This design comes from an exercise in tuning for small area, a short achievable clock period and few clock cycles per item on the open sky130 flow, not from production work. RTL that was checked went through simulation tests only; none was proved equivalent to the original. The RTL of run 1 was laid out without a check of its function. Power figures rest on the tool's default switching activity, not on a simulated workload.

File: flow/design.v
module nn_frame_classifier #(
    parameter  int ROW_BITS    = 7,
    parameter  int NUM_ROWS    = 28,
    parameter  int NUM_CLASSES = 10,
    parameter  int CLASS_W     = 4,
    parameter  int FCNT_W      = 8,
    localparam int IMG_BITS    = ROW_BITS * NUM_ROWS,
    localparam int SCORE_W     = $clog2(IMG_BITS + 1)
) (
    input  logic                            clk,
    input  logic                            rst,
    input  logic [ROW_BITS-1:0]             row_in,
    input  logic                            row_valid,
    output logic                            row_ready,
    input  logic                            frame_abort,
    input  logic [NUM_CLASSES*IMG_BITS-1:0] templates,
    output logic                            result_valid,
    input  logic                            result_ack,
    output logic [CLASS_W-1:0]              class_out,
    output logic [SCORE_W-1:0]              class_score,
    output logic                            busy,
    output logic [FCNT_W-1:0]               frame_count
);
    localparam int RC_W = (NUM_ROWS > 1) ? $clog2(NUM_ROWS) : 1;
    localparam logic [RC_W-1:0] LAST_ROW = RC_W'(NUM_ROWS - 1);
    localparam int POP_W = $clog2(ROW_BITS + 1);
    logic                loading;    
    logic                fin;        
    logic                hold;       
    logic [RC_W-1:0]     row_cnt;
    logic                pv;         
    logic                pfirst;     
    logic [POP_W-1:0]    pop [NUM_CLASSES];
    logic [SCORE_W-1:0]  acc [NUM_CLASSES];
    logic                row_accept;
    assign row_ready    = loading && !rst;
    assign result_valid = hold;
    assign busy         = !(row_ready || result_valid);
    assign row_accept = loading && row_valid && !frame_abort && !rst;
    logic [NUM_ROWS-1:0] row_oh;
    always_comb begin
        for (int r = 0; r < NUM_ROWS; r++) row_oh[r] = (row_cnt == RC_W'(r));
    end
    logic [NUM_ROWS-1:0] tcol [NUM_CLASSES][ROW_BITS];
    always_comb begin
        for (int c = 0; c < NUM_CLASSES; c++) begin
            for (int i = 0; i < ROW_BITS; i++) begin
                for (int r = 0; r < NUM_ROWS; r++) begin
                    tcol[c][i][r] = templates[c*IMG_BITS + r*ROW_BITS + i];
                end
            end
        end
    end
    logic [ROW_BITS-1:0] tpl_row [NUM_CLASSES];
    logic [ROW_BITS-1:0] match   [NUM_CLASSES];
    logic [POP_W-1:0]    pop_d   [NUM_CLASSES];
    always_comb begin
        for (int c = 0; c < NUM_CLASSES; c++) begin
            for (int i = 0; i < ROW_BITS; i++) begin
                tpl_row[c][i] = |(tcol[c][i] & row_oh);
            end
            match[c] = ~(row_in ^ tpl_row[c]);
            pop_d[c] = '0;
            for (int i = 0; i < ROW_BITS; i++) begin
                pop_d[c] = pop_d[c] + POP_W'(match[c][i]);
            end
        end
    end
    logic [SCORE_W-1:0] score [NUM_CLASSES];
    always_comb begin
        for (int c = 0; c < NUM_CLASSES; c++) begin
            score[c] = (pfirst ? SCORE_W'(0) : acc[c]) + SCORE_W'(pop[c]);
        end
    end
    always_ff @(posedge clk) begin
        for (int c = 0; c < NUM_CLASSES; c++) begin
            pop[c] <= pop_d[c];
        end
        if (pv) begin
            for (int c = 0; c < NUM_CLASSES; c++) begin
                acc[c] <= score[c];
            end
        end
    end
    always_ff @(posedge clk) begin
        if (rst) begin
            pv     <= 1'b0;
            pfirst <= 1'b0;
        end else begin
            pv     <= row_accept;
            pfirst <= (row_cnt == '0);
        end
    end
    always_ff @(posedge clk) begin
        if (rst) begin
            loading     <= 1'b1;
            fin         <= 1'b0;
            hold        <= 1'b0;
            row_cnt     <= '0;
            frame_count <= '0;
        end else if (frame_abort) begin
            loading <= 1'b1;
            fin     <= 1'b0;
            hold    <= 1'b0;
            row_cnt <= '0;
        end else if (loading) begin
            if (row_valid) begin
                if (row_cnt == LAST_ROW) begin
                    row_cnt <= '0;
                    loading <= 1'b0;
                    fin     <= 1'b1;
                end else begin
                    row_cnt <= row_cnt + RC_W'(1);
                end
            end
        end else if (fin) begin
            fin  <= 1'b0;
            hold <= 1'b1;
        end else if (hold && result_ack) begin
            hold        <= 1'b0;
            loading     <= 1'b1;
            frame_count <= frame_count + FCNT_W'(1);
        end
    end
    function automatic logic ge_f(input logic [SCORE_W-1:0] a, input logic [SCORE_W-1:0] b);
        logic r;
        r = 1'b1;
        for (int k = 0; k < SCORE_W; k++) begin
            r = (a[k] & ~b[k]) | (a[k] & r) | (~b[k] & r);
        end
        ge_f = r;
    endfunction
    logic                   ge [NUM_CLASSES][NUM_CLASSES];
    logic [NUM_CLASSES-1:0] win;
    logic [CLASS_W-1:0]     win_cls;
    logic [SCORE_W-1:0]     win_score;
    always_comb begin
        for (int a = 0; a < NUM_CLASSES; a++) begin
            for (int b = 0; b < NUM_CLASSES; b++) begin
                ge[a][b] = ge_f(score[a], score[b]);
            end
        end
        for (int c = 0; c < NUM_CLASSES; c++) begin
            win[c] = 1'b1;
            for (int j = 0; j < NUM_CLASSES; j++) begin
                if (j < c) win[c] = win[c] & !ge[j][c];
                if (j > c) win[c] = win[c] & ge[c][j];
            end
        end
        win_cls   = '0;
        win_score = '0;
        for (int c = 0; c < NUM_CLASSES; c++) begin
            win_cls   = win_cls   | (win[c] ? CLASS_W'(c) : '0);
            win_score = win_score | (win[c] ? score[c]    : '0);
        end
    end
    always_ff @(posedge clk) begin
        if (fin) begin
            class_out   <= win_cls;
            class_score <= win_score;
        end
    end
endmodule
File: flow/flow/run.sh
#!/bin/bash
# Standard layout, with the smallest buffer on every port, pins one track
# apart on a smaller die, and timing repair aimed at a setup slack well above
# what the 14 ns clock needs, so that the achieved period shrinks. The clock
# and constraints are unchanged.
set -e
export BUFFER_PORTS_ARGS="-buffer_cell sky130_fd_sc_hd__buf_1"
export PLACE_PINS_ARGS="-min_distance 1 -min_distance_in_tracks"
bash standard.sh SETUP_SLACK_MARGIN=8.5 finish > standard.log 2>&1
File: flow/standard.sh
#!/bin/bash
# synth_recipe.tcl (not shown) runs the flow's synth.tcl, then flattens the netlist and writes it again
# the make line also repeats each setting of config.mk as NAME=value (left out here)
make -C /OpenROAD-flow-scripts/flow DESIGN_CONFIG=/design/flow/config.mk WORK_HOME=/design/flow/orfs CLKGATE_MAP_FILE= SYNTH_SCRIPT=/design/flow/synth_recipe.tcl "${@:-finish}"
File: flow/config.mk
export PLATFORM = sky130hd
export DESIGN_NAME = nn_frame_classifier
export DESIGN_NICKNAME = nn_frame_classifier
export VERILOG_FILES = /design/flow/design.v
export SDC_FILE = /design/flow/constraint.sdc
export NUM_CORES = 4
export LEC_CHECK = 0
export CAP_MARGIN = 20
export CORE_AREA = 10 10 540 540
export DIE_AREA = 0 0 550 550
export SLEW_MARGIN = 20
File: flow/constraint.sdc
create_clock -name core_clock -period 14.0 [get_ports {clk}]
set_input_delay 2.8000 -clock core_clock [delete_from_list [all_inputs] [get_ports {clk}]]
set_output_delay 2.8000 -clock core_clock [all_outputs]
set_load 0.01 [all_outputs]
==> results.ini, run 1 <==
[run_status]
status=finished clean

[layout]
drive_gt1_share_pct=10.1
area_growth_pct=61.9
stdcell_area_um2=40100
nets=7129

[pwr]
clockPowerShare_pct=12.0
p_comb_share_pct=73.6
ir_drop_mv=0.117
p_sw_mw=2.19
power_density_nw_per_um2=101
cellLeakagePower_nw=11.7
pwr-share-seq_pct=14.5
p_int_mw=1.85
swShare_pct=54.1
finalPower_mw=4.05

[sta]
relSlewSlack_pct=22.4
finalMaxSlewViolations=0
hold_viol=0
setup_viol=0
fin_ws_ns=7.87
worst_pin_slew_ns=1.16
fin_worst_skew_ns=0.0152
finalCritPeriodShare_pct=43.8
finalWorstPathRequiredPeriod_ns=6.13
rsz0062_at_grt=yes
max_freq_mhz=163
fin_tns_setup_ns=0
hold_ws_ns=0.490

[job]
cap_violations=0

[synth]
synth-xor-area-share_pct=4.27
synth_top_cell_by_area=a22oi_1
synthTopCellsByCount=a22oi_1, a221oi_1, clkbuf_1
synthMuxAreaShare_pct=1.23
synth-compound-area-share_pct=45.8
async_flop_share_pct=0
yosysWarningCount=9
synth.top_cell.area_share_pct=16.4
syn_area_um2=24800
syn_inst=3182
synth_most_common_cell=a22oi_1
synthTopCellsByArea=a22oi_1, edfxtp_1, a221oi_1
synth-simple-area-share_pct=17.6
synth-seq-area-share_pct=15.0
synth_cell_types=97
ys_ff_latch=140
avgSynthCellArea_um2=7.78
synthFlopType=edfxtp_1
synth_edf_count=92
synth-adder-area-share_pct=8.94
synth_top_family_by_area=compound AO/OA/AOI/OAI gates
syn-num-nets=5239

[setup_path]
worstPathMaxFanout=1
cp-end-kind=register
start_kind=input pin
path_class=in2reg
required_ns=14.36
worstPathArrival_ns=6.49

[routing]
drc=0
ant_nets=0
drt_iter0_drc=6190
vias=44502
drtPass1Iterations=6
viasPerCell=4.88
drt-wirelength-per-cell_um=39.6
routed_wl_um=361000

[clock_tree]
clockBufferDepth=2
htreeDepth=4
cts.clk_slew.worst_paths_ns=0.06
cts_root_buffer=clkbuf_16
clock_sinks=140
cts_tree=yes
clock_latency_ns=0.50
numCtsBuffers=17

[global_routing]
grt_usage_pct=22.3
grt_pass1_vias=42367
grt_pass1_wl_um=447000
overflow=0
grt_max_degree=63
antenna_found_initial=276

[die]
core_um2=279000
rows=194
die_area_um2=303000
die_h_um=550
ios=1995
die_w_um=550
start_util_pct=8.86

[placed_design]
placed_area_um2=37600
pre_cts_ws_ns=6.84
hpwl_um=304000
gp_congestion=1.07
io_buffers=1994

[worst_hold_path]
hold_path_class=reg2reg

-- through the flow --
stage,util (%),cells
6_report,14.4,9117
5_1_grt,14.3,9022
4_1_cts,13.9,8775
3_5_place_dp,13.5,8735
3_3_place_gp,13.5,8733
2_1_floorplan,-,3182
-- power groups by stage --
stage	Combinational, mW	Clock, mW	Sequential, mW
after floorplan	1.64	0	0.571
after global placement	2.75	0	0.592
after detailed placement	2.74	0	0.592
after CTS	2.79	0.491	0.584
after global routing	3.11	0.503	0.590
final	2.98	0.483	0.585
-- worst max-delay path, cell delays in order --
cell and delay [ns]:
buf_1 0.10, a22o_1 0.23, a221oi_4 0.35, nand4_1 0.39
nor3_2 0.46, xnor2_1 0.28, fa_1 0.51, fa_1 0.50
inv_1 0.07, fa_2 0.34, fa_1 0.46
-- layer usage --
layer | vias to the layer above | track usage [%] | routed length (um)
li1 | 17276 | - | -
met1 | 21242 | 23.1 | 121000
met2 | 4409 | 34.4 | 160000
met3 | 1527 | 7.34 | 35400
met4 | 48 | 23.0 | 44500
met5 | - | 0.860 | 300
-- worst paths after layout --
kind / slack [ns] / end / depth (start not counted) / from
worst max-delay path: 7.87 / pop[4][1] / 11 / templates[827]
worst min-delay path: 0.49 / frame_count[7] / 2 / frame_count[7]
worst max register to register: 8.12 / pop[9][1] / 14 / row_cnt[2]
worst min register to register: 0.49 / frame_count[7] / 2 / frame_count[7]
-- logic make-up (layout without fill, tap and decap cells) --
| family | after synthesis | count (layout) |
|---|---|---|
| AOI/OAI and AO/OA | 1452 | 1452 |
| xor gates and xnor gates | 111 | 111 |
| adders and majority gates | 161 | 161 |
| buffers and inverters | 445 | 2348 |
| DFF | 140 | 140 |
| muxes | 29 | 29 |
| other | 0 | 308 |
| and+or+nand+nor | 844 | 844 |
-- what timing repair did --
| action | 4_1_cts | 5_1_grt |
|---|---|---|
| resized for setup | 99 | 56 |
| gates cloned | 0 | 2 |
| setup buffers | 8 | 32 |
| pin swaps | 44 | 39 |
| endpoints found under the setup margin | 44 | 43 |
| hold buffers | 0 | 0 |
| hold endpoints to repair | 0 | 0 |
-- cell usage in the layout (no fill, tap or decap), types with 13 or more instances in the layout --
master / instances
a211oi_1: 28
a21oi_1: 87
a221oi_1: 182
a221oi_2: 68
a222oi_1: 21
a22o_1: 230
a22oi_1: 536
a31oi_1: 23
buf_1: 1980
buf_4: 177
clkbuf_16: 19
dfxtp_1: 46
diode_2: 308
edfxtp_1: 92
fa_1: 31
fa_2: 19
ha_1: 33
inv_1: 99
maj3_1: 64
mux2i_1: 13
nand2_1: 122
nand2b_1: 21
nand3_1: 119
nand4_1: 138
nor2_1: 157
nor2_4: 28
nor2b_1: 74
nor3_1: 68
nor3_2: 26
nor3_4: 13
o211ai_1: 21
o21ai_0: 52
o221ai_1: 17
o22ai_1: 41
o31ai_1: 14
xnor2_1: 58
xor2_1: 35
-- registers in the layout (all words and copies together), names as in the netlist --
name and count:
acc 80, class_out 4, class_score 8, fin 1, frame_count 8, hold 1
loading 1, pfirst 1, pop 30, pv 1, row_cnt 5
-- area by class of cell --
type                       count  area [um^2]
inverter                     131          536
sequential                   140         3730
clock inverter                11          133
antenna                      308          771
tap                         3724         4660
multi-input combinational   2597        20600
clock buffer                  21          460
fill                       32731       239000
timing repair buffer        2185         9170
==> run 2: changes to the inputs <==
--- a/flow/design.v
+++ b/flow/design.v
@@ -132,4 +132,7 @@
     endfunction
-    logic                   ge [NUM_CLASSES][NUM_CLASSES];
-    logic [NUM_CLASSES-1:0] win;
+    localparam int NUM_GRP = (NUM_CLASSES + 1) / 2;
+    logic [SCORE_W-1:0]     g_score [NUM_GRP];
+    logic [CLASS_W-1:0]     g_cls   [NUM_GRP];
+    logic                   ge [NUM_GRP][NUM_GRP];
+    logic [NUM_GRP-1:0]     win;
     logic [CLASS_W-1:0]     win_cls;
@@ -137,10 +140,19 @@
     always_comb begin
-        for (int a = 0; a < NUM_CLASSES; a++) begin
-            for (int b = 0; b < NUM_CLASSES; b++) begin
-                ge[a][b] = ge_f(score[a], score[b]);
+        for (int g = 0; g < NUM_GRP; g++) begin
+            if (2*g + 1 < NUM_CLASSES && !ge_f(score[2*g], score[2*g+1])) begin
+                g_score[g] = score[2*g+1];
+                g_cls[g]   = CLASS_W'(2*g + 1);
+            end else begin
+                g_score[g] = score[2*g];
+                g_cls[g]   = CLASS_W'(2*g);
             end
         end
-        for (int c = 0; c < NUM_CLASSES; c++) begin
+        for (int a = 0; a < NUM_GRP; a++) begin
+            for (int b = 0; b < NUM_GRP; b++) begin
+                ge[a][b] = ge_f(g_score[a], g_score[b]);
+            end
+        end
+        for (int c = 0; c < NUM_GRP; c++) begin
             win[c] = 1'b1;
-            for (int j = 0; j < NUM_CLASSES; j++) begin
+            for (int j = 0; j < NUM_GRP; j++) begin
                 if (j < c) win[c] = win[c] & !ge[j][c];
@@ -151,5 +163,5 @@
         win_score = '0;
-        for (int c = 0; c < NUM_CLASSES; c++) begin
-            win_cls   = win_cls   | (win[c] ? CLASS_W'(c) : '0);
-            win_score = win_score | (win[c] ? score[c]    : '0);
+        for (int c = 0; c < NUM_GRP; c++) begin
+            win_cls   = win_cls   | (win[c] ? g_cls[c]   : '0);
+            win_score = win_score | (win[c] ? g_score[c] : '0);
         end
==> results.ini, run 2 <==
[run_status]
status=finished clean

[sta]
setup_viol=0  ; unchanged
worst_pin_slew_ns=1.15  ; -0.0179 ns
finalCritPeriodShare_pct=43.6  ; -0.18 points
relSlewSlack_pct=23.4  ; +1.0 points
max_freq_mhz=164  ; +0.42%
finalWorstPathRequiredPeriod_ns=6.10  ; -0.0257 ns
fin_worst_skew_ns=0.0132  ; -0.00199 ns
fin_tns_setup_ns=0  ; unchanged
rsz0062_at_grt=yes
fin_ws_ns=7.90  ; +0.0257 ns
hold_viol=0  ; unchanged
finalMaxSlewViolations=0  ; unchanged

[clock_tree]
clockBufferDepth=2  ; unchanged
clock_latency_ns=0.46  ; -0.04 ns
cts.clk_slew.worst_paths_ns=0.07  ; about the same
cts_root_buffer=clkbuf_16
clock_sinks=140  ; unchanged
htreeDepth=4  ; unchanged
cts_tree=yes
numCtsBuffers=17  ; unchanged

[synth]
synth-xor-area-share_pct=4.06  ; -0.21 points
syn_area_um2=21800  ; -12%
synthTopCellsByCount=a22oi_1, a221oi_1, a22o_1
synth_cell_types=83  ; -14%
ys_ff_latch=140  ; unchanged
async_flop_share_pct=0  ; unchanged
avgSynthCellArea_um2=8.06  ; +3.6%
synth_top_family_by_area=compound AO/OA/AOI/OAI gates
synthFlopType=edfxtp_1
synth-adder-area-share_pct=7.86  ; -1.1 points
synth-compound-area-share_pct=46.2  ; +0.34 points
synthMuxAreaShare_pct=2.39  ; +1.2 points
synth-seq-area-share_pct=17.1  ; +2.1 points
synth_edf_count=92  ; unchanged
yosysWarningCount=11  ; +2
synth-simple-area-share_pct=16.6  ; -1.1 points
synthTopCellsByArea=a22oi_1, edfxtp_1, a221oi_1
synth_top_cell_by_area=a22oi_1
synth_most_common_cell=a22oi_1
syn-num-nets=4757  ; -9.2%
synth.top_cell.area_share_pct=19.9  ; +3.5 points
syn_inst=2699  ; -15%

[die]
die_w_um=550  ; unchanged
start_util_pct=7.79  ; -1.1 points
die_area_um2=303000  ; unchanged
ios=1995  ; unchanged
die_h_um=550  ; unchanged
core_um2=279000  ; unchanged
rows=194  ; unchanged

[setup_path]
path_class=in2reg
crit_chain=buf_1, a22o_1, a221oi_2, nand4_1, nor3_2, xnor2_1, fa_1, fa_1, inv_1, fa_2, fa_1
reg2reg_to=pop[3][1]
required_ns=14.34  ; -0.02 ns
crit-reg2reg-launch=row_cnt[0]
r2r_cells=15  ; +1
crit_buf_inv=2  ; unchanged
slowest_stage=nand4_1
start_kind=input pin
ff2ff_setup_slack_ns=8.05  ; -0.07 ns
path_common_cell=fa_1
max_stage_delay_ns=0.71  ; +0.20 ns
worstPathMaxFanout=1  ; unchanged
worstPathArrival_ns=6.44  ; -0.05 ns
cp-end-kind=register
critPathTopFamily=adder cells

[routing]
drt-wirelength-per-cell_um=37.8  ; -4.3%
ant_nets=0  ; unchanged
vias=39454  ; -11%
drt_iter0_drc=5096  ; -18%
viasPerCell=4.58  ; -6.2%
routed_wl_um=326000  ; -9.6%
drc=0  ; unchanged
drtPass1Iterations=8  ; +2

[worst_hold_path]
whs_endpoint=hold
whs_path_depth=2  ; unchanged
hold_path.startpoint=hold
hold_path_class=reg2reg

[pwr]
cellLeakagePower_nw=11.1  ; -5.4%
p_int_mw=1.82  ; -1.8%
finalPower_mw=3.51  ; -13%
swShare_pct=48.1  ; -6.1 points
p_sw_mw=1.69  ; -23%
p_comb_share_pct=69.6  ; -4.0 points
ir_drop_mv=0.109  ; -6.7%
power_density_nw_per_um2=92.4  ; -8.4%
pwr-share-seq_pct=16.7  ; +2.2 points
clockPowerShare_pct=13.6  ; +1.6 points

[layout]
regMostFlops=acc
final.fill_count=32665  ; -0.20%
area_growth_pct=74.5
reg_top3=acc x80, pop x30
largest_reg_flops=80  ; unchanged
nets=6720  ; -5.7%
drive_gt1_share_pct=12.7  ; +2.5 points
final_cell_mix=buf_1, a22oi_1, a22o_1
layout_commonest_cell=buf_1

[global_routing]
antenna_found_initial=241  ; -13%
grt_pass1_wl_um=400000  ; -10%
overflow=0  ; unchanged
grt_max_degree=48  ; -24%
grt_usage_pct=20.0  ; -2.3 points
grt_pass1_vias=37929  ; -10%

[placed_design]
pre_cts_ws_ns=6.87  ; +0.0350 ns
gp_congestion=1.04  ; -2.4%
io_buffers=1994  ; unchanged
hpwl_um=273000  ; -10%

[job]
cap_violations=0  ; unchanged

## run 2: power by group through the flow
stage                     sequential, mW  combinational (mW)  clock, mW
after detailed placement           0.598                1.92          0
after floorplan                    0.579                1.19          0
after global placement             0.597                1.92          0
after CTS                          0.586                2.26      0.485
after global routing               0.593                2.60      0.501
final                              0.586                2.44      0.478
## run 2: final cells by class
cell class | count | area, um^2 | area share, %
Antenna cell | 215 | 538 | 1.42
Clock buffer | 17 | 425 | 1.12
Multi-Input combinational cell | 2230 | 18800 | 49.6
Sequential cell | 140 | 3730 | 9.83
Tap cell | 3724 | 4660 | 12.3
Timing Repair Buffer | 2180 | 9250 | 24.4
Inverter | 93 | 349 | 0.919
Clock inverter | 15 | 181 | 0.478
## run 2: timing repair
item                                    in CTS  in global routing
endpoints found under the setup margin      44                 44
gates cloned                                 4                  0
pin swaps                                   99                 81
gates resized for setup                    214                 92
hold buffers                                 0                  0
setup buffers                               59                 20
## run 2: logic make-up after synthesis
group | after synthesis
flops | 140
mux | 49
compound gates | 1286
xor+xnor | 101
buf+inv | 330
fa+ha+maj | 111
simple gates | 682
## run 2: stage by stage
stage	hold slack, ns	util [%]	area, um^2	cells
3_5_place_dp	0.508	12.4	34500	8284
5_1_grt	0.586	13.5	37700	8523
3_3_place_gp	0.473	12.4	34500	8281
4_1_cts	0.521	13.2	36800	8379
6_report	0.533	13.6	38000	8614
2_1_floorplan	0.495	-	22300	2699
## run 2: worst max path at each step
stage	startpoint	to	slack (ns)	cells past startpoint
2_1_floorplan	pfirst	class_score[5]	7.80	27
3_3_place_gp	templates[955]	pop[4][1]	6.70	11
3_5_place_dp	pfirst	class_score[0]	6.87	19
4_1_cts	templates[206]	pop[1][1]	7.90	11
5_1_grt	templates[1396]	pop[7][1]	7.95	12
6_report	templates[330]	pop[1][1]	7.90	11
## run 2: layer usage
layer,part of all wire [%],track usage [%],wire (um),vias up
li1,-,-,-,15474
met3,9.7,6.78,31600,1353
met4,9.9,16.3,32300,58
met1,35,21.3,114000,18740
met5,0.11,0.125,372,-
met2,45,32.1,148000,3829
## run 2: tightest hold or removal path, stage by stage (launching register included)
cell     delay, ns
dfxtp_1       0.34
o21ai_0       0.08
a21oi_1       0.06
Testbench counts of run 2, summed over its fixed seeds: cycles 9,600, items 320.
==> run 3: changes to the inputs <==
--- a/flow/design.v
+++ b/flow/design.v
@@ -53,2 +53,12 @@
     end
+    function automatic logic [2:0] count7(input logic [6:0] m);
+        logic s1, c1, s2, c2, s3, c3;
+        s1 = m[0] ^ m[1] ^ m[2];
+        c1 = (m[0] & m[1]) | (m[0] & m[2]) | (m[1] & m[2]);
+        s2 = m[3] ^ m[4] ^ m[5];
+        c2 = (m[3] & m[4]) | (m[3] & m[5]) | (m[4] & m[5]);
+        s3 = s1 ^ s2 ^ m[6];
+        c3 = (s1 & s2) | (s1 & m[6]) | (s2 & m[6]);
+        count7 = {(c1 & c2) | (c1 & c3) | (c2 & c3), c1 ^ c2 ^ c3, s3};
+    endfunction
     logic [ROW_BITS-1:0] tpl_row [NUM_CLASSES];
@@ -62,6 +72,3 @@
             match[c] = ~(row_in ^ tpl_row[c]);
-            pop_d[c] = '0;
-            for (int i = 0; i < ROW_BITS; i++) begin
-                pop_d[c] = pop_d[c] + POP_W'(match[c][i]);
-            end
+            pop_d[c] = count7(match[c]);
         end
@@ -71,3 +78,3 @@
         for (int c = 0; c < NUM_CLASSES; c++) begin
-            score[c] = (pfirst ? SCORE_W'(0) : acc[c]) + SCORE_W'(pop[c]);
+            score[c] = (pfirst ? SCORE_W'(0) : acc[c]) + SCORE_W'(pv ? pop[c] : '0);
         end
@@ -78,6 +85,4 @@
         end
-        if (pv) begin
-            for (int c = 0; c < NUM_CLASSES; c++) begin
-                acc[c] <= score[c];
-            end
+        for (int c = 0; c < NUM_CLASSES; c++) begin
+            acc[c] <= score[c];
         end
@@ -90,3 +95,3 @@
             pv     <= row_accept;
-            pfirst <= (row_cnt == '0);
+            pfirst <= row_accept && (row_cnt == '0);
         end
==> results.ini, run 3 <==
[synth]
syn-num-nets=4776  ; +0.40%
syn_inst=2718  ; +0.70%
synth_most_common_cell=a22oi_1
synthFlopType=dfxtp_1
synth_top_cell_by_area=a22oi_1
async_flop_share_pct=0  ; unchanged
syn_area_um2=21400  ; -1.9%
yosysWarningCount=11  ; unchanged
synth_cell_types=100  ; +20%
synthTopCellsByArea=a22oi_1, dfxtp_1, a22o_1
synth_edf_count=12  ; -87%
ys_ff_latch=140  ; unchanged
synthTopCellsByCount=a22oi_1, a22o_1, a221oi_1
synth-seq-area-share_pct=13.7  ; -3.4 points
synth.top_cell.area_share_pct=18.7  ; -1.2 points
avgSynthCellArea_um2=7.86  ; -2.6%

[layout]
regMostFlops=acc
area_growth_pct=80.1
layout_commonest_cell=buf_1
reg_top3=acc x80, pop x30
drive_gt1_share_pct=15.4  ; +2.7 points
largest_reg_flops=80  ; unchanged
stdcell_area_um2=38500  ; +1.3%
final_cell_mix=buf_1, a22oi_1, a22o_1
nets=6802  ; +1.2%

[pwr]
finalPower_mw=4.38  ; +25%
ir_drop_mv=0.125  ; +15%
power_density_nw_per_um2=114  ; +23%
cellLeakagePower_nw=11.5  ; +4.4%

[routing]
vias=39728  ; +0.69%
viasPerCell=4.57  ; -0.14%
drt-wirelength-per-cell_um=37.3  ; -1.5%
drtPass1Iterations=9  ; +1
drt_iter0_drc=5434  ; +6.6%
routed_wl_um=324000  ; -0.67%
ant_nets=3  ; +3
drc=0  ; unchanged

[sta]
finalCritPeriodShare_pct=43.2  ; -0.45 points
fin_ws_ns=7.96  ; +0.0628 ns
setup_viol=0  ; unchanged
fin_tns_setup_ns=0  ; unchanged
finalWorstPathRequiredPeriod_ns=6.04  ; -0.0628 ns
hold_viol=0  ; unchanged
relSlewSlack_pct=24.4  ; +0.99 points
max_freq_mhz=166  ; +1.0%
worst_pin_slew_ns=1.13  ; -0.0134 ns
rsz0062_at_grt=yes
finalMaxSlewViolations=0  ; unchanged
fin_worst_skew_ns=0.0276  ; +0.0144 ns
hold_ws_ns=0.534  ; +0.00107 ns

[die]
die_area_um2=303000  ; unchanged
die_w_um=550  ; unchanged
start_util_pct=7.64  ; -0.15 points
core_um2=279000  ; unchanged
rows=194  ; unchanged
ios=1995  ; unchanged
die_h_um=550  ; unchanged

[setup_path]
required_ns=11.20  ; -3.14 ns
start_kind=input pin
worstPathMaxFanout=2  ; +1
worstPathArrival_ns=3.24  ; -3.20 ns
slowest_stage=nor2b_4
cp-end-kind=primary output
path_class=in2out
critPathTopFamily=buffers and inverters
crit_buf_inv=2  ; unchanged
max_stage_delay_ns=0.15  ; -0.56 ns
crit_chain=buf_12, nor2b_4, nor2_2, buf_6

[global_routing]
grt_pass1_vias=39014  ; +2.9%
grt_usage_pct=19.8  ; -0.23 points
grt_max_degree=56  ; +17%
overflow=0  ; unchanged
antenna_found_initial=216  ; -10%
grt_pass1_wl_um=397000  ; -0.72%

[placed_design]
placed_area_um2=34000  ; -1.5%
gp_congestion=1.06  ; +1.8%
hpwl_um=269000  ; -1.5%
pre_cts_ws_ns=7.07  ; +0.195 ns
io_buffers=1994  ; unchanged

[clock_tree]
clock_latency_ns=0.48  ; +0.02 ns
cts_tree=yes
clock_sinks=140  ; unchanged
cts.clk_slew.worst_paths_ns=0.06  ; about the same
htreeDepth=4  ; unchanged
clockBufferDepth=2  ; unchanged
cts_root_buffer=clkbuf_16
numCtsBuffers=17  ; unchanged

[worst_hold_path]
hold_path_class=reg2reg

[job]
cap_violations=0  ; unchanged

[run_status]
status=failed layout checks
check.faults=antenna violations

[run 3: cell types whose count changed after synthesis, sizes merged, moves of 12 or more]
cell,delta
dfxtp,+80
edfxtp,-80
a22oi,-44
xor2,+28
and2,+26
a22o,+22
nand2,+19
a221oi,+17
nand2b,-17
buf,-15
xnor2,-14
clkbuf,+13
inv,-12
nand4,-12
[run 3: worst paths after layout]
kind | cells past startpoint | slack (ns) | endpoint | start
setup reg to reg | 22 | 8.47 | class_out[0] | pfirst
setup / recovery | 4 | 7.96 | busy | rst
hold / removal | 2 | 0.53 | frame_count[5] | frame_count[5]
hold reg to reg | 2 | 0.53 | frame_count[5] | frame_count[5]
[run 3: worst reg2reg max path, delay by kind of cell (launching register included)]
kind            cells  cell delay [ns]
simple gates        5             1.37
fa+ha+maj           5             1.60
buf+inv             4             0.54
compound gates      7             1.23
flops               1             0.38
mux                 1             0.32
[run 3: kinds of logic after synthesis]
| group | synth area share [%] |
|---|---|
| DFF | 13.7 |
| AOI/OAI and AO/OA | 46.7 |
| buffers and inverters | 5.79 |
| muxes | 2.61 |
| xor gates and xnor gates | 4.75 |
| adders and majority gates | 8.14 |
| and+or+nand+nor | 18.3 |
[run 3: repair_timing]
item                       CTS  global route
gates cloned                13             0
buffers inserted            72            48
setup endpoints to repair   41            34
pin swaps                  105           130
hold buffers                 0             0
gates resized for setup    266           147
hold endpoints to repair     0             0
[run 3: stage by stage]
stage / std cells / utilization (%)
finish: 8686 / 13.8
global route: 8609 / 13.7
CTS: 8433 / 13.2
detailed placement: 8316 / 12.2
global placement: 8313 / 12.2
floorplan: 2718 / -
[run 3: cell type report]
type	instances	area [um^2]
well taps	3724	4660
flip-flops and latches	140	2930
repair buffers	2235	9740
inverters	81	308
diodes	205	513
clock inverters	14	173
multi-input cells	2269	19700
clock buffers	18	450
fillers	32543	241000
[run 3: per-layer routing]
layer,global-route usage [%],vias to the layer above,share of wire (%)
li1,-,15587,-
met4,16.7,52,10
met1,21.7,18820,36
met3,6.66,1337,9.9
met2,30.7,3932,44
met5,0.641,-,0.25
[run 3: power by group]
group          total (mW)  switching [mW]  internal (mW)
Sequential          0.581          0.0541          0.527
Clock               0.508           0.227          0.280
Combinational        3.29            1.77           1.52
Testbench counts of run 3, summed over its fixed seeds: cycles 9,600, items 320.
==> run 4: changes to the inputs <==
--- a/flow/flow/run.sh
+++ b/flow/flow/run.sh
@@ -8,2 +8,2 @@
 export PLACE_PINS_ARGS="-min_distance 1 -min_distance_in_tracks"
-bash standard.sh SETUP_SLACK_MARGIN=8.5 finish > standard.log 2>&1
+bash standard.sh SETUP_SLACK_MARGIN=8.0 finish > standard.log 2>&1
==> results.ini, run 4 <==
[run_status]
status=finished clean

[layout]
nets=6695  ; -1.6%
reg_top3=acc x80, pop x30
final.fill_count=32792  ; +0.77%
regMostFlops=acc
final_core_util_pct=12.7  ; -1.0 points
layout_commonest_cell=buf_1
largest_reg_flops=80  ; unchanged
area_growth_pct=66.7
drive_gt1_share_pct=8.09  ; -7.3 points
final_cell_mix=buf_1, a22oi_1, a22o_1

[global_routing]
grt_pass1_wl_um=391000  ; -1.7%
grt_max_degree=62  ; +11%
grt_usage_pct=19.5  ; -0.28 points
grt_pass1_vias=37651  ; -3.5%
overflow=0  ; unchanged
antenna_found_initial=221  ; +2.3%

[routing]
viasPerCell=4.59  ; +0.36%
drt_iter0_drc=5523  ; +1.6%
drc=0  ; unchanged
drt-wirelength-per-cell_um=37.5  ; +0.45%
routed_wl_um=320000  ; -1.3%
vias=39176  ; -1.4%
ant_nets=0  ; -3
drtPass1Iterations=6  ; -3

[pwr]
cellLeakagePower_nw=10.6  ; -8.5%
ir_drop_mv=0.0994  ; -21%
power_density_nw_per_um2=103  ; -9.9%

[die]
die_w_um=550  ; unchanged
ios=1995  ; unchanged
start_util_pct=7.64  ; unchanged
die_area_um2=303000  ; unchanged
core_um2=279000  ; unchanged
die_h_um=550  ; unchanged
rows=194  ; unchanged

[setup_path]
r2r_cells=21  ; -4.5%
worstPathArrival_ns=3.26  ; +0.02 ns
path_class=in2out
required_ns=11.20  ; about the same
start_kind=input pin
cp-end-kind=primary output
ff2ff_setup_slack_ns=8.14  ; -0.33 ns
worstPathMaxFanout=2  ; unchanged
reg2reg_to=class_score[3]
crit-reg2reg-launch=pfirst

[sta]
relSlewSlack_pct=18.1  ; -6.2 points
setup_viol=0  ; unchanged
worst_pin_slew_ns=1.21  ; +0.0819 ns
fin_tns_setup_ns=0  ; unchanged
finalMaxSlewViolations=0  ; unchanged
fin_worst_skew_ns=0.0257  ; -0.00187 ns
hold_viol=0  ; unchanged
rsz0062_at_grt=yes
max_freq_mhz=165  ; -0.34%
hold_ws_ns=0.500  ; -0.0348 ns
finalWorstPathRequiredPeriod_ns=6.06  ; +0.0203 ns
finalCritPeriodShare_pct=43.3  ; +0.15 points

[synth]
async_flop_share_pct=0  ; unchanged
synth_most_common_cell=a22oi_1
synthFlopType=dfxtp_1
syn_area_um2=21400  ; unchanged
synth-seq-area-share_pct=13.7  ; unchanged
yosysWarningCount=11  ; unchanged
synth_top_cell_by_area=a22oi_1
avgSynthCellArea_um2=7.86  ; unchanged
synth_edf_count=12  ; unchanged
ys_ff_latch=140  ; unchanged
synthTopCellsByCount=a22oi_1, a22o_1, a221oi_1
synth.top_cell.area_share_pct=18.7  ; unchanged
syn-num-nets=4776  ; unchanged
synth_cell_types=100  ; unchanged
syn_inst=2718  ; unchanged
synthTopCellsByArea=a22oi_1, dfxtp_1, a22o_1

[clock_tree]
numCtsBuffers=17  ; unchanged
cts.clk_slew.worst_paths_ns=0.07  ; about the same
htreeDepth=4  ; unchanged
clockBufferDepth=2  ; unchanged
clock_sinks=140  ; unchanged
cts_tree=yes
clock_latency_ns=0.46  ; -0.02 ns
cts_root_buffer=clkbuf_16
postCtsHoldBufs=0  ; unchanged

[placed_design]
io_buffers=1994  ; unchanged
gp_congestion=1.04  ; -2.6%
hpwl_um=269000  ; about the same

[job]
cap_violations=0  ; unchanged

[worst_hold_path]
hold_path.startpoint=frame_count[7]
whs_endpoint=frame_count[7]
hold_path_class=reg2reg
whs_path_depth=2  ; unchanged

run 4: cell counts after synthesis:
No cell type changed its count.
run 4: how the worst max path moves through the flow:
stage                               start        endpoint  depth (start not counted)
final                                 rst            busy                          4
after global routing                  rst            busy                          4
after global placement    templates[1535]       pop[7][1]                         10
after floorplan                    pfirst  class_score[3]                         28
after CTS                             rst            busy                          4
after detailed placement  templates[1535]       pop[7][1]                         10
run 4: logic make-up (layout without fill, tap and decap cells):
| group | Yosys count | after routing | share of synthesized area [%] |
|---|---|---|---|
| flip-flops | 140 | 140 | 13.7 |
| buffers and inverters | 316 | 2247 | 5.79 |
| AO/OA/AOI/OAI | 1254 | 1255 | 46.7 |
| multiplexers | 49 | 49 | 2.61 |
| AND/OR/NAND/NOR | 731 | 731 | 18.3 |
| XOR/XNOR | 115 | 115 | 4.75 |
| adder cells (fa/ha/maj) | 113 | 113 | 8.14 |
| other | 0 | 161 | 0 |
run 4: critical path: stages:
cell     delay [ns]
buf_12         0.10
nor2b_4        0.17
nor2_4         0.06
buf_6          0.13
run 4: final cells by class:
cell class	count	area (um^2)	share of cell area, %
Timing Repair inverter	1	5.00	0.0141
Inverter	81	308	0.865
Tap cell	3724	4660	13.1
Sequential cell	140	2930	8.22
Multi-Input combinational cell	2263	17900	50.3
Timing Repair Buffer	2133	8740	24.6
Clock buffer	19	464	1.30
Antenna cell	161	403	1.13
Clock inverter	13	168	0.471
run 4: power by group:
part | internal [mW] | leakage [nW] | switching [mW] | total, mW
sequential | 0.527 | 1.16 | 0.0443 | 0.571
combinational | 1.09 | 9.10 | 1.49 | 2.58
clock | 0.286 | 0.311 | 0.221 | 0.507
total | 1.90 | 10.6 | 1.75 | 3.65
run 4: repair_timing:
item | 4_1_cts | 5_1_grt
endpoints found under the hold margin | 0 | 0
buffers inserted | 5 | 20
pin swaps | 4 | 13
cloned | 1 | 4
gates resized for setup | 44 | 27
endpoints found under the setup margin | 26 | 17
run 4: metal layers:
layer / GRT usage [%] / share of wire (%) / vias to the layer above
met4: 14.8 / 9.5 / 78
met2: 31.0 / 44 / 3981
met3: 6.29 / 9.6 / 1404
met5: 0.203 / 0.16 / -
li1: - / - / 15309
met1: 21.6 / 36 / 18404
run 4: metrics by stage:
| step | setup slack (ns) | instances | instance area [um^2] | total power, mW |
|---|---|---|---|---|
| floorplan | 7.97 | 2718 | 21600 | 2.09 |
| global placement | 6.78 | 8308 | 33900 | 2.88 |
| detailed placement | 6.83 | 8312 | 33900 | 2.85 |
| CTS | 7.94 | 8350 | 34800 | 3.45 |
| global route | 7.93 | 8486 | 35500 | 3.85 |
| finish | 7.94 | 8535 | 35600 | 3.65 |
==> run 5: changes to the inputs <==
==> flow/flow/run.sh (replaced) <==
#!/bin/bash
# Standard layout with these changes to how it is made (the clock and
# constraints are unchanged):
#  - the smallest buffer on every port;
#  - on a smaller die, each class's template pins kept
#    together and ordered by row-select mux (flow/group_pins.tcl);
#  - timing repair aimed at a setup slack well above what the 14 ns clock
#    needs, so that the achieved period shrinks.
set -e
export BUFFER_PORTS_ARGS="-buffer_cell sky130_fd_sc_hd__buf_1"
export PRE_IO_PLACEMENT_TCL="$(pwd)/flow/group_pins.tcl"
bash standard.sh SETUP_SLACK_MARGIN=8.0 finish > standard.log 2>&1
==> flow/flow/group_pins.tcl (new file) <==
# Keep each class's template pins together on the die edge, ordered so that
# the 28 rows of one template bit (one row-select mux) sit side by side.
for {set c 0} {$c < 10} {incr c} {
  set names {}
  for {set i 0} {$i < 7} {incr i} {
    for {set r 0} {$r < 28} {incr r} {
      lappend names "templates\[[expr {$c*196 + $r*7 + $i}]\]"
    }
  }
  set_io_pin_constraint -pin_names $names -group -order
}
--- a/flow/config.mk
+++ b/flow/config.mk
@@ -8,4 +8,4 @@
 export CAP_MARGIN = 20
-export CORE_AREA = 10 10 540 540
-export DIE_AREA = 0 0 550 550
+export CORE_AREA = 10 10 590 590
+export DIE_AREA = 0 0 600 600
 export SLEW_MARGIN = 20
==> results.ini, run 5 <==
[run_status]
status=finished clean

[sta]
relSlewSlack_pct=30.1  ; +12 points
finalWorstPathRequiredPeriod_ns=6.04  ; -0.0171 ns
fin_tns_setup_ns=0  ; unchanged
finalMaxSlewViolations=0  ; unchanged
fin_worst_skew_ns=0.0438  ; +0.0180 ns
hold_viol=0  ; unchanged
setup_viol=0  ; unchanged
max_freq_mhz=165  ; +0.28%
finalCritPeriodShare_pct=43.2  ; -0.12 points
rsz0062_at_grt=yes
worst_pin_slew_ns=1.04  ; -0.175 ns

[clock_tree]
clock_latency_ns=0.56  ; +0.10 ns
postCtsHoldBufs=0  ; unchanged
cts_root_buffer=clkbuf_16
cts.clk_slew.worst_paths_ns=0.05  ; -0.02 ns
cts_tree=yes
clockBufferDepth=3  ; +1
clock_sinks=140  ; unchanged
htreeDepth=4  ; unchanged
numCtsBuffers=25  ; +8

[pwr]
finalPower_mw=3.66  ; +0.21%
p_sw_mw=1.75  ; about the same
p_comb_share_pct=66.4  ; -4.1 points
cellLeakagePower_nw=10.5  ; -0.36%
pwr-share-seq_pct=17.2  ; +1.6 points
ir_drop_mv=0.142  ; +43%
clockPowerShare_pct=16.4  ; +2.5 points
swShare_pct=47.9  ; -0.15 points
p_int_mw=1.91  ; +0.49%
power_density_nw_per_um2=102  ; -0.68%

[setup_path]
worstPathMaxFanout=2  ; unchanged
r2r_cells=20  ; -4.8%
start_kind=input pin
crit-reg2reg-launch=pv
crit_chain=buf_12, nor2b_4, nor2_4, buf_6
cp-end-kind=primary output
worstPathArrival_ns=3.24  ; -0.02 ns
reg2reg_to=class_score[3]
slowest_stage=nor2b_4
required_ns=11.20  ; about the same
max_stage_delay_ns=0.15  ; -0.02 ns
ff2ff_setup_slack_ns=8.19  ; +0.05 ns
path_class=in2out
critPathTopFamily=buffers and inverters
crit_buf_inv=2  ; unchanged

[layout]
final_cell_mix=buf_1, a22oi_1, a22o_1
nets=6690  ; -0.075%
area_growth_pct=68.1
drive_gt1_share_pct=7.09  ; -0.99 points
regMostFlops=acc
layout_commonest_cell=buf_1
largest_reg_flops=80  ; unchanged
multi_input_area_um2=17700  ; -1.3%
final.fill_count=38987  ; +19%
stdcell_area_um2=35900  ; +0.89%
seq_area_um2=2930  ; unchanged
reg_top3=acc x80, pop x30

[synth]
synth_top_cell_by_area=a22oi_1
syn_inst=2718  ; unchanged
synth_most_common_cell=a22oi_1
ys_ff_latch=140  ; unchanged
async_flop_share_pct=0  ; unchanged
synthFlopType=dfxtp_1
synthTopCellsByArea=a22oi_1, dfxtp_1, a22o_1
synth-seq-area-share_pct=13.7  ; unchanged
avgSynthCellArea_um2=7.86  ; unchanged
synthTopCellsByCount=a22oi_1, a22o_1, a221oi_1
synth_cell_types=100  ; unchanged
syn-num-nets=4776  ; unchanged
synth_edf_count=12  ; unchanged
syn_area_um2=21400  ; unchanged
yosysWarningCount=11  ; unchanged
synth.top_cell.area_share_pct=18.7  ; unchanged

[placed_design]
gp_congestion=0.899  ; -13%
io_buffers=1994  ; unchanged
hpwl_um=164000  ; -39%
placed_area_um2=34800  ; +2.8%

[routing]
ant_nets=0  ; unchanged
drt-wirelength-per-cell_um=22.8  ; -39%
vias=36106  ; -7.8%
routed_wl_um=206000  ; -36%
drc=0  ; unchanged
viasPerCell=3.99  ; -13%
drtPass1Iterations=9  ; +3
drt_iter0_drc=5451  ; -1.3%

[die]
die_area_um2=360000  ; +19%
die_h_um=600  ; +9.1%
die_w_um=600  ; +9.1%
start_util_pct=6.39  ; -1.3 points
rows=212  ; +9.3%
ios=1995  ; unchanged
core_um2=334000  ; +20%

[global_routing]
grt_max_degree=50  ; -19%
grt_usage_pct=10.3  ; -9.2 points
antenna_found_initial=13  ; -94%
grt_pass1_vias=36606  ; -2.8%
grt_pass1_wl_um=269000  ; -31%
overflow=0  ; unchanged

[worst_hold_path]
whs_path_depth=2  ; unchanged
hold_path_class=reg2reg
whs_endpoint=frame_count[7]
hold_path.startpoint=frame_count[7]

[job]
cap_violations=0  ; unchanged

[run 5: cell count changes in the layout (fill, tap and decap cells not counted), moves of 5 or more]
cell | previous run | this run
a221oi_2 | 11 | 0
inv_8 | 5 | 0
nor3_2 | 17 | 4
nor3_1 | 81 | 95
buf_12 | 7 | 19
clkbuf_16 | 20 | 25
buf_4 | 123 | 108
clkbuf_2 | 7 | 0
diode_2 | 161 | 22
clkbuf_4 | 0 | 7
a221oi_1 | 223 | 235
[run 5: through the flow]
stage	cells	hold slack (ns)	util (%)	setup WS [ns]
floorplan	2718	0.491	-	7.97
CTS	9016	0.496	10.7	7.94
global placement	8977	0.480	10.4	7.24
finish	9047	0.495	10.7	7.96
detailed placement	8977	0.488	10.4	7.29
global route	9041	0.522	10.7	7.94
[run 5: power by group through the flow]
stage / registers, mW / clock network [mW] / logic (mW)
6_report: 0.630 / 0.601 / 2.43
5_1_grt: 0.655 / 0.651 / 2.64
2_1_floorplan: 0.562 / 0 / 1.52
3_5_place_dp: 0.662 / 0 / 2.27
3_3_place_gp: 0.665 / 0 / 2.29
4_1_cts: 0.654 / 0.646 / 2.34
[run 5: per-layer routing]
layer,vias to the layer above,global-route usage [%],share of wire [%]
met5,-,0,0.025
met4,2,4.94,5.4
met3,655,4.16,13
met2,3476,17.1,46
met1,16855,11.5,35
li1,15118,-,-
[run 5: worst register-to-register path: cells and delay by family (launching register included)]
family | cells | cell delay, ns
compound gates | 6 | 1.27
fa+ha+maj | 7 | 2.39
buf+inv | 3 | 0.39
flops | 1 | 0.32
mux | 1 | 0.31
simple gates | 3 | 0.87
[run 5: how the worst max path moves through the flow]
stage / slack, ns / depth (start not counted) / start / end
floorplan: 7.97 / 28 / pfirst / class_score[3]
global placement: 7.24 / 20 / pfirst / class_score[3]
detailed placement: 7.29 / 20 / pfirst / class_score[3]
CTS: 7.94 / 4 / rst / busy
global route: 7.94 / 4 / rst / busy
finish: 7.96 / 4 / rst / busy
[run 5: logic make-up (layout without fill, tap and decap cells)]
| logic type | count (synthesis) | in the layout | synth area share [%] |
|---|---|---|---|
| AO/OA/AOI/OAI | 1254 | 1254 | 46.7 |
| AND/OR/NAND/NOR | 731 | 731 | 18.3 |
| buffers and inverters | 316 | 2236 | 5.79 |
| flip-flops | 140 | 140 | 13.7 |
| XOR/XNOR | 115 | 115 | 4.75 |
| adder cells (fa/ha/maj) | 113 | 113 | 8.14 |
| multiplexers | 49 | 49 | 2.61 |
| other | 0 | 22 | 0 |
[run 5: final cells by class]
type                       count  share of cell area (%)
multi-input combinational   2262                    49.2
timing repair buffer        2122                    24.4
tap                         4387                    15.3
sequential                   140                    8.15
clock buffer                  29                    1.87
inverter                      81                   0.847
antenna                       22                   0.153
clock inverter                 4                  0.0732
[run 5: repair_timing]
item	CTS	global route
endpoints found under the setup margin	14	14
buffers inserted	6	9
pin swaps	2	3
resized for setup	19	15
==> run 6: changes to the inputs <==
--- a/flow/design.v
+++ b/flow/design.v
@@ -37,3 +37,3 @@
     assign result_valid = hold;
-    assign busy         = !(row_ready || result_valid);
+    assign busy         = fin;
     assign row_accept = loading && row_valid && !frame_abort && !rst;
==> results.ini, run 6 <==
[synth]
synthTopCellsByCount=a22oi_1, a22o_1, a221oi_1
synth-seq-area-share_pct=13.8  ; +0.090 points
avgSynthCellArea_um2=7.79  ; -0.87%
syn_area_um2=21200  ; -0.65%
synth_most_common_cell=a22oi_1
syn-num-nets=4782  ; +0.13%
synth_top_cell_by_area=a22oi_1
synthFlopType=dfxtp_1
syn_inst=2724  ; +0.22%
ys_ff_latch=140  ; unchanged
synthTopCellsByArea=a22oi_1, dfxtp_1, a22o_1
synth.top_cell.area_share_pct=20.2  ; +1.4 points
synth_cell_types=92  ; -8.0%
async_flop_share_pct=0  ; unchanged
yosysWarningCount=11  ; unchanged
synth_edf_count=12  ; unchanged

[die]
rows=212  ; unchanged
ios=1995  ; unchanged
die_area_um2=360000  ; unchanged
die_w_um=600  ; unchanged
start_util_pct=6.35  ; -0.042 points
die_h_um=600  ; unchanged
core_um2=334000  ; unchanged

[global_routing]
grt_pass1_vias=36378  ; -0.62%
grt_use_met2_pct=17.5  ; +0.46 points
grt_busiest_layer=met2
met1_usage_pct=11.2  ; -0.27 points
antenna_found_initial=14  ; +1
grt_max_degree=51  ; +2.0%
use_met3_pct=3.91  ; -0.25 points
grt_pass1_wl_um=265000  ; -1.2%
overflow=0  ; unchanged
grt_usage_pct=10.2  ; -0.12 points

[clock_tree]
cts_tree=yes
clockBufferDepth=3  ; unchanged
numCtsBuffers=25  ; unchanged
cts.clk_slew.worst_paths_ns=0.05  ; about the same
cts_root_buffer=clkbuf_16
clock_latency_ns=0.56  ; about the same
clock_sinks=140  ; unchanged
postCtsHoldBufs=0  ; unchanged
htreeDepth=4  ; unchanged

[job]
cap_violations=0  ; unchanged

[worst_hold_path]
whs_path_depth=2  ; unchanged
whs_endpoint=frame_count[7]
hold_path.startpoint=frame_count[7]
hold_path_class=reg2reg

[setup_path]
ff2ff_setup_slack_ns=8.23  ; +0.04 ns
crit_chain=buf_6, nor2b_4, buf_2
worstPathArrival_ns=3.21  ; -0.03 ns
worstPathMaxFanout=10  ; +8
start_kind=input pin
slowest_stage=buf_6
r2r_cells=21  ; +5.0%
required_ns=11.20  ; about the same
crit_buf_inv=2  ; unchanged
reg2reg_to=class_score[6]
max_stage_delay_ns=0.14  ; about the same
crit-reg2reg-launch=pfirst
critPathTopFamily=buffers and inverters
path_class=in2out
cp-end-kind=primary output

[routing]
drtPass1Iterations=8  ; -1
drt-wirelength-per-cell_um=22.6  ; -0.72%
viasPerCell=3.98  ; -0.16%
drt_iter0_drc=5510  ; +1.1%
routed_wl_um=204000  ; -0.89%
ant_nets=0  ; unchanged
drc=0  ; unchanged
vias=35984  ; -0.34%

[layout]
final_core_util_pct=10.7  ; -0.080 points
area_growth_pct=68.0  ; about the same
regMostFlops=acc
final_cell_mix=buf_1, a22oi_1, a22o_1
layout_commonest_cell=buf_1
drive_gt1_share_pct=6.92  ; -0.18 points
multi_input_area_um2=17400  ; -1.5%
seq_area_um2=2930  ; about the same
final.fill_count=38979  ; -0.021%
reg_top3=acc x80, pop x30
largest_reg_flops=80  ; unchanged
nets=6692  ; +0.030%
final_cell_count_no_fill=9031  ; -0.18%

[sta]
relSlewSlack_pct=29.2  ; -0.89 points
finalMaxSlewViolations=0  ; unchanged
worst_pin_slew_ns=1.06  ; +0.0214 ns
hold_viol=0  ; unchanged
setup_viol=0  ; unchanged
max_freq_mhz=166  ; +0.61%
fin_worst_skew_ns=0.0468  ; +0.00309 ns
rsz0062_at_grt=yes
fin_tns_setup_ns=0  ; unchanged
finalWorstPathRequiredPeriod_ns=6.01  ; -0.0367 ns
finalCritPeriodShare_pct=42.9  ; -0.26 points
fin_ws_ns=7.99  ; +0.0367 ns

[placed_design]
pre_cts_ws_ns=7.30  ; +0.0111 ns
dp.cells=8960  ; -0.19%
io_buffers=1994  ; unchanged
gp_congestion=0.914  ; +1.7%
hpwl_um=163000  ; -0.42%

[run_status]
status=finished clean

[pwr]
power_density_nw_per_um2=96.2  ; -5.6%
ir_drop_mv=0.0985  ; -31%
cellLeakagePower_nw=10.5  ; -0.60%

run 6: cell count changes after synthesis, sizes merged, moves of 8 or more:
cell,change
a21oi,+13
a221oi,-22
or3,-8
a22oi,+40
a22o,-23
nor2,+12
nand4,+18
nand3,-19
run 6: final cells by class:
type                       instances  share of cell area, %
antenna                            4                 0.0281
clock buffer                      31                   1.90
clock inverter                     2                  0.168
inverter                          85                  0.906
multi-input combinational       2257                   48.9
sequential                       140                   8.21
tap                             4387                   15.4
timing repair buffer            2125                   24.5
run 6: report_power, final:
group,internal [mW],switching (mW),leakage [nW]
registers,0.522,0.103,1.17
clock network,0.374,0.253,0.361
logic,0.919,1.26,8.93
total,1.81,1.62,10.5
run 6: worst max path at each step:
stage | startpoint | to | slack [ns] | cells after the start
5_1_grt | pfirst | class_out[0] | 7.96 | 21
2_1_floorplan | pfirst | class_score[6] | 8.00 | 29
6_report | rst | row_ready | 7.99 | 3
3_5_place_dp | pfirst | class_out[0] | 7.30 | 20
4_1_cts | pv | class_out[0] | 8.00 | 22
3_3_place_gp | pfirst | class_score[6] | 7.20 | 20
run 6: logic make-up (layout without fill, tap and decap cells):
group                      count (synthesis)  after routing  synth area share, %
AOI/OAI and AO/OA                       1256           1256                 46.4
xor gates and xnor gates                 101            101                 4.17
adders and majority gates                115            115                 8.28
buffers and inverters                    327           2243                 6.36
DFF                                      140            140                 13.8
muxes                                     54             54                 2.84
other                                      0              4                    0
and+or+nand+nor                          731            731                 18.1
run 6: repair_timing:
action | in CTS | in global routing
pin swaps | 2 | 12
endpoints found under the setup margin | 13 | 11
setup buffers | 15 | 16
gates cloned | 1 | 2
gates resized for setup | 22 | 47
run 6: worst register-to-register path: stages (launching register included):
cell and delay (ns):
dfxtp_4 0.38, buf_12 0.17, buf_16 0.16, nor2b_1 0.14
ha_2 0.21, inv_1 0.06, fa_1 0.50, maj3_1 0.36
maj3_1 0.38, o221ai_2 0.14, o211ai_1 0.10, a221o_2 0.47
mux2_4 0.38, a21oi_2 0.16, o21ai_1 0.09, maj3_2 0.33
maj3_2 0.31, a221o_1 0.35, o31a_1 0.28, and4bb_4 0.42
a221oi_2 0.09, o211ai_1 0.12
run 6: per-layer routing:
metal / routed length, um / share of wire [%]
met5: 0 / 0
met4: 9510 / 4.7
met3: 25600 / 13
met2: 97300 / 48
met1: 71800 / 35
run 6: per-stage QoR:
step	total power [mW]	hold slack, ns	area, um^2
after floorplan	1.84	0.488	21300
after CTS	3.36	0.507	35300
after global placement	2.61	0.471	34300
after global routing	3.71	0.519	35600
final	3.43	0.496	35600
after detailed placement	2.60	0.491	34300
Testbench counts of run 6, summed over its fixed seeds: cycles 9,600, items 320.
==> run 7: changes to the inputs <==
--- a/flow/config.mk
+++ b/flow/config.mk
@@ -7,5 +7,6 @@
 export LEC_CHECK = 0
-export CAP_MARGIN = 20
+export CAP_MARGIN = 10
 export CORE_AREA = 10 10 590 590
+export CTS_CLUSTER_SIZE = 30
 export DIE_AREA = 0 0 600 600
-export SLEW_MARGIN = 20
+export SLEW_MARGIN = 10
==> results.ini, run 7 <==
[run_status]
status=finished clean

[synth]
avgSynthCellArea_um2=7.79  ; unchanged
syn_area_um2=21200  ; unchanged
async_flop_share_pct=0  ; unchanged
synth_edf_count=12  ; unchanged
syn-num-nets=4782  ; unchanged
synthTopCellsByCount=a22oi_1, a22o_1, a221oi_1
synth.top_cell.area_share_pct=20.2  ; unchanged
synthFlopType=dfxtp_1
ys_ff_latch=140  ; unchanged
synth-seq-area-share_pct=13.8  ; unchanged
synth_top_cell_by_area=a22oi_1
synthTopCellsByArea=a22oi_1, dfxtp_1, a22o_1
syn_inst=2724  ; unchanged
yosysWarningCount=11  ; unchanged
synth_cell_types=92  ; unchanged
synth_most_common_cell=a22oi_1

[die]
start_util_pct=6.35  ; unchanged
die_area_um2=360000  ; unchanged
rows=212  ; unchanged
ios=1995  ; unchanged
core_um2=334000  ; unchanged
die_h_um=600  ; unchanged
die_w_um=600  ; unchanged

[worst_hold_path]
hold_path_class=reg2reg

[sta]
rsz0062_at_grt=no
fin_tns_setup_ns=0  ; unchanged
relSlewSlack_pct=29.9  ; +0.66 points
finalWorstPathRequiredPeriod_ns=6.00  ; -0.00469 ns
setup_viol=0  ; unchanged
finalMaxSlewViolations=0  ; unchanged
worst_pin_slew_ns=1.05  ; -0.00983 ns
max_freq_mhz=167  ; about the same
hold_viol=0  ; unchanged
finalCritPeriodShare_pct=42.9  ; about the same
fin_worst_skew_ns=0.0606  ; +0.0138 ns

[global_routing]
grt_pass1_vias=36240  ; -0.38%
grt_pass1_wl_um=265000  ; about the same
grt_max_degree=51  ; unchanged
overflow=0  ; unchanged
grt_usage_pct=10.2  ; -0.013 points
antenna_found_initial=15  ; +1

[pwr]
finalPower_mw=3.35  ; -2.4%
ir_drop_mv=0.0927  ; -5.9%
cellLeakagePower_nw=10.4  ; -0.60%
power_density_nw_per_um2=94.3  ; -2.0%

[routing]
drtPass1Iterations=8  ; unchanged
drc=0  ; unchanged
drt_iter0_drc=5412  ; -1.8%
routed_wl_um=204000  ; about the same
ant_nets=0  ; unchanged
drt-wirelength-per-cell_um=22.6  ; about the same
vias=35887  ; -0.27%
viasPerCell=3.98  ; -0.18%

[clock_tree]
clock_latency_ns=0.56  ; about the same
numCtsBuffers=25  ; unchanged
clockBufferDepth=3  ; unchanged
htreeDepth=4  ; unchanged
cts.clk_slew.worst_paths_ns=0.05  ; about the same
cts_tree=yes
cts_root_buffer=clkbuf_16
postCtsHoldBufs=0  ; unchanged
clock_sinks=140  ; unchanged

[layout]
final_core_util_pct=10.6  ; -0.039 points
nets=6687  ; -0.075%
regMostFlops=acc
reg_top3=acc x80, pop x30
final_cell_mix=buf_1, a22oi_1, a22o_1
final.fill_count=38968  ; -0.028%
layout_commonest_cell=buf_1
drive_gt1_share_pct=6.76  ; -0.16 points
largest_reg_flops=80  ; unchanged
area_growth_pct=67.4

[setup_path]
worstPathArrival_ns=3.20  ; about the same
cp-end-kind=primary output
path_class=in2out
start_kind=input pin
worstPathMaxFanout=10  ; unchanged
required_ns=11.20  ; about the same

[placed_design]
hpwl_um=164000  ; about the same
gp_congestion=0.914  ; unchanged
io_buffers=1994  ; unchanged

[job]
cap_violations=0  ; unchanged

## run 7: cell types whose count changed in the layout (fill, tap and decap cells not counted), sizes merged
| cell | change |
|---|---|
| clkinvlp | +1 |
| bufinv | -2 |
| diode | -1 |
| buf | -5 |
| clkbuf | -1 |
## run 7: logic make-up (layout without fill, tap and decap cells)
kind of cell / Yosys count / in the layout / synth area share [%]
fa+ha+maj: 115 / 115 / 8.28
compound gates: 1256 / 1256 / 46.4
mux: 54 / 54 / 2.84
xor+xnor: 101 / 101 / 4.17
flops: 140 / 140 / 13.8
other cells: 0 / 3 / 0
simple gates: 731 / 731 / 18.1
buf+inv: 327 / 2236 / 6.36
## run 7: cell type report
cell class	count	area [um^2]	area share, %
Clock inverter	1	7.51	0.0211
Clock buffer	30	664	1.87
Timing Repair Buffer	2120	8700	24.5
Sequential cell	140	2930	8.24
Multi-Input combinational cell	2257	17400	49.0
Tap cell	4387	5490	15.5
Antenna cell	3	7.51	0.0211
Inverter	85	323	0.909
## run 7: per-stage QoR
step / hold slack, ns / area (um^2) / cells / setup slack, ns
detailed placement: 0.498 / 34300 / 8960 / 7.26
finish: 0.496 / 35500 / 9023 / 8.00
floorplan: 0.488 / 21300 / 2724 / 8.00
global route: 0.518 / 35500 / 9021 / 7.97
CTS: 0.506 / 35100 / 9001 / 7.98
global placement: 0.471 / 34300 / 8960 / 7.20
## run 7: per-layer routing
| layer | up-vias | track usage, % | share of wire (%) |
|---|---|---|---|
| li1 | 15032 | - | - |
| met1 | 16817 | 11.2 | 35 |
| met2 | 3393 | 17.5 | 48 |
| met3 | 641 | 3.82 | 12 |
| met4 | 4 | 4.03 | 4.4 |
| met5 | - | 0.0529 | 0.029 |
## run 7: timing repair
action,4_1_cts,5_1_grt
endpoints found under the setup margin,13,12
pin swaps,1,11
buffers inserted,9,17
gates cloned,1,2
resized for setup,24,44
endpoints found under the hold margin,0,0
## run 7: critical path: stages
cell and delay [ns]:
buf_8 0.13, nor2b_4 0.14, buf_6 0.12
## run 7: worst paths after layout
| check | start | slack (ns) | to | cells past startpoint |
|---|---|---|---|---|
| max | rst | 8.00 | row_ready | 3 |
| min | frame_count[7] | 0.50 | frame_count[7] | 2 |
| max reg2reg | pfirst | 8.22 | class_score[6] | 21 |
| min reg2reg | frame_count[7] | 0.50 | frame_count[7] | 2 |
## run 7: power by group
group / switching [mW] / total, mW / internal [mW]
Clock: 0.248 / 0.578 / 0.330
Sequential: 0.106 / 0.627 / 0.522
Combinational: 1.25 / 2.14 / 0.892
==> run 8: changes to the inputs <==
--- a/flow/config.mk
+++ b/flow/config.mk
@@ -7,6 +7,6 @@
 export LEC_CHECK = 0
-export CAP_MARGIN = 10
+export CAP_MARGIN = 5
 export CORE_AREA = 10 10 590 590
-export CTS_CLUSTER_SIZE = 30
+export CTS_CLUSTER_SIZE = 50
 export DIE_AREA = 0 0 600 600
-export SLEW_MARGIN = 10
+export SLEW_MARGIN = 5
==> results.ini, run 8 <==
[sta]
finalCritPeriodShare_pct=42.9  ; unchanged
hold_ws_ns=0.496  ; unchanged
hold_viol=0  ; unchanged
relSlewSlack_pct=29.9  ; unchanged
fin_worst_skew_ns=0.0606  ; unchanged
setup_viol=0  ; unchanged
finalMaxSlewViolations=0  ; unchanged
fin_tns_setup_ns=0  ; unchanged
finalWorstPathRequiredPeriod_ns=6.00  ; unchanged
max_freq_mhz=167  ; unchanged
worst_pin_slew_ns=1.05  ; unchanged
rsz0062_at_grt=no

[die]
core_um2=334000  ; unchanged
rows=212  ; unchanged
start_util_pct=6.35  ; unchanged
die_area_um2=360000  ; unchanged
ios=1995  ; unchanged
die_w_um=600  ; unchanged
die_h_um=600  ; unchanged

[worst_hold_path]
hold_path_class=reg2reg
whs_path_depth=2  ; unchanged
whs_endpoint=frame_count[7]
hold_path.startpoint=frame_count[7]

[clock_tree]
numCtsBuffers=25  ; unchanged
cts_tree=yes
clock_latency_ns=0.56  ; about the same
cts_root_buffer=clkbuf_16
postCtsHoldBufs=0  ; unchanged
htreeDepth=4  ; unchanged
cts.clk_slew.worst_paths_ns=0.05  ; about the same
clock_sinks=140  ; unchanged
clockBufferDepth=3  ; unchanged

[synth]
yosysWarningCount=11  ; unchanged
syn-num-nets=4782  ; unchanged
synth-seq-area-share_pct=13.8  ; unchanged
synthTopCellsByArea=a22oi_1, dfxtp_1, a22o_1
synth.top_cell.area_share_pct=20.2  ; unchanged
synth_cell_types=92  ; unchanged
async_flop_share_pct=0  ; unchanged
avgSynthCellArea_um2=7.79  ; unchanged
synthTopCellsByCount=a22oi_1, a22o_1, a221oi_1
synth_edf_count=12  ; unchanged
synthFlopType=dfxtp_1
syn_area_um2=21200  ; unchanged
syn_inst=2724  ; unchanged
synth_top_cell_by_area=a22oi_1
synth_most_common_cell=a22oi_1
ys_ff_latch=140  ; unchanged

[pwr]
power_density_nw_per_um2=94.3  ; unchanged
ir_drop_mv=0.0927  ; unchanged
cellLeakagePower_nw=10.4  ; unchanged

[routing]
viasPerCell=3.98  ; unchanged
drtPass1Iterations=8  ; unchanged
drt_iter0_drc=5412  ; unchanged
drt-wirelength-per-cell_um=22.6  ; unchanged
routed_wl_um=204000  ; unchanged
ant_nets=0  ; unchanged
vias=35887  ; unchanged
drc=0  ; unchanged

[setup_path]
r2r_cells=21  ; unchanged
reg2reg_to=class_score[6]
crit-reg2reg-launch=pfirst
path_class=in2out
worstPathMaxFanout=10  ; unchanged
required_ns=11.20  ; about the same
worstPathArrival_ns=3.20  ; about the same
ff2ff_setup_slack_ns=8.22  ; about the same
start_kind=input pin
cp-end-kind=primary output

[placed_design]
io_buffers=1994  ; unchanged
gp_congestion=0.914  ; unchanged
hpwl_um=164000  ; unchanged

[layout]
final.fill_count=38968  ; unchanged
area_growth_pct=67.4  ; unchanged
layout_commonest_cell=buf_1
drive_gt1_share_pct=6.76  ; unchanged
reg_top3=acc x80, pop x30
nets=6687  ; unchanged
final_cell_mix=buf_1, a22oi_1, a22o_1
regMostFlops=acc
largest_reg_flops=80  ; unchanged

[global_routing]
grt_max_degree=51  ; unchanged
antenna_found_initial=15  ; unchanged
grt_pass1_vias=36240  ; unchanged
grt_pass1_wl_um=265000  ; unchanged
overflow=0  ; unchanged
grt_usage_pct=10.2  ; unchanged

[run_status]
status=finished clean

[job]
cap_violations=0  ; unchanged

-- run 8: kinds of logic (layout without fill, tap and decap cells) --
logic type	count (synthesis)	count (layout)	share of synthesized area [%]
xor gates and xnor gates	101	101	4.17
other	0	3	0
and+or+nand+nor	731	731	18.1
buffers and inverters	327	2236	6.36
adders and majority gates	115	115	8.28
muxes	54	54	2.84
DFF	140	140	13.8
AOI/OAI and AO/OA	1256	1256	46.4
-- run 8: routing by layer --
metal	share of wire (%)	routed length, um	global-route usage (%)
met1	35	71800	11.2
met2	48	98000	17.5
met3	12	25300	3.82
met4	4.4	8890	4.03
met5	0.029	59	0.0529
-- run 8: layout make-up --
class | instances | area (um^2) | area share [%]
flip-flops and latches | 140 | 2930 | 8.24
multi-input cells | 2257 | 17400 | 49.0
diodes | 3 | 7.51 | 0.0211
well taps | 4387 | 5490 | 15.5
repair buffers | 2120 | 8700 | 24.5
clock buffers | 30 | 664 | 1.87
clock inverters | 1 | 7.51 | 0.0211
inverters | 85 | 323 | 0.909
-- run 8: power breakdown --
part	switching, mW	internal (mW)
Combinational	1.25	0.892
Sequential	0.106	0.522
Clock	0.248	0.330
Total	1.60	1.74
-- run 8: repair_timing --
item / CTS / global route
pin swaps: 1 / 11
gates cloned: 1 / 2
endpoints found under the hold margin: 0 / 0
resized for setup: 24 / 44
endpoints found under the setup margin: 13 / 12
buffers inserted: 9 / 17
-- run 8: per-stage QoR --
stage / instances / util, % / worst slack (ns) / area (um^2) / power (mW)
floorplan: 2724 / - / 8.00 / 21300 / 1.84
finish: 9023 / 10.6 / 8.00 / 35500 / 3.35
global placement: 8960 / 10.3 / 7.20 / 34300 / 2.61
CTS: 9001 / 10.5 / 7.98 / 35100 / 3.27
global route: 9021 / 10.6 / 7.97 / 35500 / 3.61
detailed placement: 8960 / 10.3 / 7.26 / 34300 / 2.60
-- run 8: how the worst max path moves through the flow --
stage	start	endpoint	slack, ns
after CTS	pv	class_score[6]	7.98
after detailed placement	pfirst	class_score[6]	7.26
after floorplan	pfirst	class_score[6]	8.00
after global routing	pv	class_out[0]	7.97
final	rst	row_ready	8.00
after global placement	pfirst	class_score[6]	7.20
-- run 8: critical path, cell delays in order --
cell and delay, ns:
buf_8 0.13, nor2b_4 0.14, buf_6 0.12

==> what the ideal ports hide <==
The flow's constraints put no driver on any port. The routed layouts listed below were extracted and timed again, unchanged, in two steps. Step 1: set_driving_cell puts a clkbuf_16 on clk and a buf_2 on each other input, an assumption about the parent block. Step 2, shift: input delay + t, output delay - t, t = (earliest + latest rising clock arrival at the registers) / 2. This alone moves slack from input paths to output paths. a / b / c = no drivers / after step 1 / after step 2; a / b = the first two.
run | t (ns) | slack for setup (ns)
run 1 | 0.587 | 7.870 / 7.884 / 7.347
run 2 | 0.526 | 7.896 / 7.892 / 7.366
run 3 | 0.538 | 7.958 / 7.868 / 7.759
run 4 | 0.520 | 7.938 / 7.868 / 7.593
run 5 | 0.607 | 7.955 / 7.825 / 7.825
run 6 | 0.621 | 7.992 / 7.788 / 7.788
run 7 | 0.615 | 7.997 / 7.825 / 7.825
run 8 | 0.615 | 7.997 / 7.825 / 7.825
